What follows belongs to an exercise in optimizing a design on an open flow for small area; a production flow would make more cautious choices. In this exercise RTL edits were held to simulation tests only and were not proved equivalent to the original. No activity file was given, so power comes from the tool's default toggle rates.

Setup of v8:
// speckle_sensor_controller
module speckle_sensor_controller (
    input  logic                    clk,
    input  logic                    i_rst_n,
    input  logic                    i_start,
    input  speckle_pkg::mode_e      i_mode,
    input  speckle_pkg::pixel_t     i_threshold,
    input  speckle_pkg::div_t       i_clk_div,
    input  speckle_pkg::adc_rsp_t   i_adc,
    output logic                    o_adc_trigger,
    output speckle_pkg::chip_pins_t o_chip,
    output logic                    o_busy,
    output logic                    o_done
);
For scale: roughly 7000 flip-flops, ~210000 sq um of cells after synthesis.
==> module pixel_counter, before the edit <==
module pixel_counter (
    input  logic               clk,
    input  logic               i_rst_n,
    input  logic               i_clear,
    input  logic               i_step,
    output logic               o_last
);
    speckle_pkg::addr_t cnt;
    assign o_last = (cnt == speckle_pkg::addr_t'(speckle_pkg::DEPTH - 1));
    always_ff @(posedge clk) begin
        if (!i_rst_n || i_clear) begin
            cnt <= '0;
        end else if (i_step) begin
            cnt <= o_last ? '0 : cnt + 1'b1;
        end
    end
endmodule
==> module pixel_ram, before the edit <==
module pixel_ram (
    input  logic                clk,
    input  logic                i_shift,
    input  logic                i_load,
    input  speckle_pkg::pixel_t i_wdata,
    output speckle_pkg::pixel_t o_head
);
    localparam int NB = speckle_pkg::DEPTH * speckle_pkg::NB_DATA;
    logic [NB-1:0] frame;
    assign o_head = frame[speckle_pkg::NB_DATA-1:0];
    always_ff @(posedge clk) begin
        if (i_shift) begin
            frame <= {(i_load ? i_wdata : o_head), frame[NB-1:speckle_pkg::NB_DATA]};
        end
    end
endmodule
==> module speckle_sensor_controller, before the edit <==
module speckle_sensor_controller (
    input  logic                    clk,
    input  logic                    i_rst_n,
    input  logic                    i_start,
    input  speckle_pkg::mode_e      i_mode,
    input  speckle_pkg::pixel_t     i_threshold,
    input  speckle_pkg::div_t       i_clk_div,
    input  speckle_pkg::adc_rsp_t   i_adc,
    output logic                    o_adc_trigger,
    output speckle_pkg::chip_pins_t o_chip,
    output logic                    o_busy,
    output logic                    o_done
);
    logic                    cnt_clear;
    logic                    cnt_step;
    logic                    cnt_last;
    logic                    ram_we;
    speckle_pkg::pixel_t     ram_wdata;
    speckle_pkg::pixel_t     ram_rdata;
    speckle_pkg::shift_req_t shift_req;
    logic                    shift_ready;
    logic                    cfg_take;
    assign cfg_take = shift_req.valid && !shift_req.key && shift_ready;
    mode_sequencer u_mode_sequencer (
        .clk           ( clk           ),
        .i_rst_n       ( i_rst_n       ),
        .i_start       ( i_start       ),
        .i_mode        ( i_mode        ),
        .i_threshold   ( i_threshold   ),
        .i_adc         ( i_adc         ),
        .i_last        ( cnt_last      ),
        .i_ram_rdata   ( ram_rdata     ),
        .i_shift_ready ( shift_ready   ),
        .o_adc_trigger ( o_adc_trigger ),
        .o_cnt_clear   ( cnt_clear     ),
        .o_cnt_step    ( cnt_step      ),
        .o_ram_we      ( ram_we        ),
        .o_ram_wdata   ( ram_wdata     ),
        .o_shift       ( shift_req     ),
        .o_busy        ( o_busy        ),
        .o_done        ( o_done        )
    );
    pixel_counter u_pixel_counter (
        .clk     ( clk       ),
        .i_rst_n ( i_rst_n   ),
        .i_clear ( cnt_clear ),
        .i_step  ( cnt_step  ),
        .o_last  ( cnt_last  )
    );
    pixel_ram u_pixel_ram (
        .clk     ( clk                   ),
        .i_shift ( ram_we || cfg_take    ),
        .i_load  ( ram_we                ),
        .i_wdata ( ram_wdata             ),
        .o_head  ( ram_rdata             )
    );
    chip_shifter u_chip_shifter (
        .clk       ( clk         ),
        .i_rst_n   ( i_rst_n     ),
        .i_clk_div ( i_clk_div   ),
        .i_req     ( shift_req   ),
        .o_ready   ( shift_ready ),
        .o_chip    ( o_chip      )
    );
endmodule
==> flow/config.mk <==
export PLATFORM = sky130hd
export DESIGN_NAME = speckle_sensor_controller
export DESIGN_NICKNAME = speckle_sensor_controller
export VERILOG_FILES = /design/flow/design.v
export SDC_FILE = /design/flow/constraint.sdc
export NUM_CORES = 4
export LEC_CHECK = 0
export CAP_MARGIN = 20
export CORE_MARGIN = 2
export CORE_UTILIZATION = 45
export SLEW_MARGIN = 20
export SYNTH_MEMORY_MAX_BITS = 8192
==> flow/constraint.sdc <==
create_clock -name core_clock -period 10.0 [get_ports {clk}]
set_input_delay 2.0000 -clock core_clock [delete_from_list [all_inputs] [get_ports {clk}]]
set_output_delay 2.0000 -clock core_clock [all_outputs]
set_load 0.01 [all_outputs]
run.sh (not shown) runs the stock make flow with config.mk's settings and CLKGATE_MAP_FILE= SYNTH_SCRIPT=/design/flow/synth_recipe.tcl, a recipe that flattens the netlist after the stock synthesis.
Input changes introduced in v30 (baseline for comparison: v8):
-- flow/design.v --
<<< v8, line 43
    input  logic               i_clear,
    input  logic               i_step,
    output logic               o_last
);
    speckle_pkg::addr_t cnt;
    assign o_last = (cnt == speckle_pkg::addr_t'(speckle_pkg::DEPTH - 1));
    always_ff @(posedge clk) begin
        if (!i_rst_n || i_clear) begin
            cnt <= '0;
        end else if (i_step) begin
            cnt <= o_last ? '0 : cnt + 1'b1;
        end
    end
>>> v30, line 43
    input  logic               i_clear,
    input  logic               i_step,
    output speckle_pkg::addr_t o_addr,
    output logic               o_last
);
    speckle_pkg::row_t row;
    speckle_pkg::col_t col;
    logic              row_wrap;
    assign row_wrap = (row == speckle_pkg::row_t'(speckle_pkg::ROWS - 1));
    assign o_last   = row_wrap && (col == speckle_pkg::col_t'(speckle_pkg::COLS - 1));
    assign o_addr = speckle_pkg::addr_t'(col) * speckle_pkg::addr_t'(speckle_pkg::ROWS)
                  + speckle_pkg::addr_t'(row);
    always_ff @(posedge clk) begin
        if (!i_rst_n || i_clear) begin
            row <= '0;
            col <= '0;
        end else if (i_step) begin
            if (row_wrap) begin
                row <= '0;
                if (o_last) begin
                    col <= '0;
                end else begin
                    col <= col + 1'b1;
                end
            end else begin
                row <= row + 1'b1;
            end
        end
    end
<<< v8, line 57
module pixel_ram (
    input  logic                clk,
    input  logic                i_shift,
    input  logic                i_load,
    input  speckle_pkg::pixel_t i_wdata,
    output speckle_pkg::pixel_t o_head
);
    localparam int NB = speckle_pkg::DEPTH * speckle_pkg::NB_DATA;
    logic [NB-1:0] frame;
    assign o_head = frame[speckle_pkg::NB_DATA-1:0];
    always_ff @(posedge clk) begin
        if (i_shift) begin
            frame <= {(i_load ? i_wdata : o_head), frame[NB-1:speckle_pkg::NB_DATA]};
        end
    end
endmodule
>>> v30, line 73
module pixel_ram (
    input  logic                clk,
    input  speckle_pkg::addr_t  i_addr,
    input  logic                i_we,
    input  speckle_pkg::pixel_t i_wdata,
    output speckle_pkg::pixel_t o_rdata
);
    speckle_pkg::pixel_t mem [speckle_pkg::DEPTH];
    always_ff @(posedge clk) begin
        if (i_we) begin
            mem[i_addr] <= i_wdata;
        end
        o_rdata <= mem[i_addr];                     
    end
endmodule
<<< v8, line 238
    logic                    cnt_step;
    logic                    cnt_last;
    logic                    ram_we;
    speckle_pkg::pixel_t     ram_wdata;
>>> v30, line 253
    logic                    cnt_step;
    logic                    cnt_last;
    speckle_pkg::addr_t      ram_addr;
    logic                    ram_we;
    speckle_pkg::pixel_t     ram_wdata;
<<< v8, line 243
    speckle_pkg::shift_req_t shift_req;
    logic                    shift_ready;
    logic                    cfg_take;
    assign cfg_take = shift_req.valid && !shift_req.key && shift_ready;
    mode_sequencer u_mode_sequencer (
        .clk           ( clk           ),
>>> v30, line 259
    speckle_pkg::shift_req_t shift_req;
    logic                    shift_ready;
    mode_sequencer u_mode_sequencer (
        .clk           ( clk           ),
<<< v8, line 269
        .i_clear ( cnt_clear ),
        .i_step  ( cnt_step  ),
        .o_last  ( cnt_last  )
    );
    pixel_ram u_pixel_ram (
        .clk     ( clk                   ),
        .i_shift ( ram_we || cfg_take    ),
        .i_load  ( ram_we                ),
        .i_wdata ( ram_wdata             ),
        .o_head  ( ram_rdata             )
    );
    chip_shifter u_chip_shifter (
>>> v30, line 283
        .i_clear ( cnt_clear ),
        .i_step  ( cnt_step  ),
        .o_addr  ( ram_addr  ),
        .o_last  ( cnt_last  )
    );
    pixel_ram u_pixel_ram (
        .clk     ( clk       ),
        .i_addr  ( ram_addr  ),
        .i_we    ( ram_we    ),
        .i_wdata ( ram_wdata ),
        .o_rdata ( ram_rdata )
    );
    chip_shifter u_chip_shifter (
### Flow results
- Compared with v8, v30 shows post-route clock period utilization higher by 20 points.
- [v30 vs v8] final design area excluding fillers: higher in v30
- Share of the synthesized area in compound gates (AO/OA/AOI/OAI), v30 and v8: lower on v8
- According to the power report, total power for v30 is higher than for v8.
- Compared with v8, v30 shows a higher overall fraction of global-route tracks in use.
- Area taken by flip-flops and latches: v30 vs v8 — no meaningful difference
- [v30] length of the first detailed-routing pass in iterations rose 1 relative to v8
- input port to register as the startpoint-to-endpoint class of the critical path was reported by v8, and register to register by v30.
- v30 vs. v8: critical path depth grew by 6, utilization of the core after routing fell 0.79 points, combinational power share moved up.
- Higher proportion of power drawn by the clock network goes to v30 over v8.
- v8 has higher clock network area share than v30.
- Between v30 and v8, count of clock-net buffers in the final layout is lower for v8, v30 comes in above that.
- v30 ended up with a lower maximum number of pins on one net before global-route repair than v8 did.

## port drivers added, routing unchanged
The flow's constraints put no driver on any port. The routed layouts listed below were extracted and timed again, unchanged, in two steps.
Step 1 sets driving cells, clkbuf_16 on the clock port and buf_2 on the other inputs (assumed; they add their load-dependent delay and slew).
Step 2 adds t to the input delays and takes it off the output delays; t is the mean of the earliest and latest rising clock arrival at the registers after step 1. Input paths then give back, and output paths get back, about the clock's delay inside the block.
a / b / c = ideal / step 1 / step 2; a / b = the first two.
run | t, ns | slack for setup (ns) | worst setup path at the end
v8 | 1.127 | 5.114 / 5.147 / 4.019 | input to register
v30 | 1.245 | 3.111 / 3.111 / 3.111 | register to register
After both steps every run listed still meets setup and hold. For v8, which loses most, drivers alone change the setup slack by +0.033 ns; drivers and shift together by -1.095 ns.
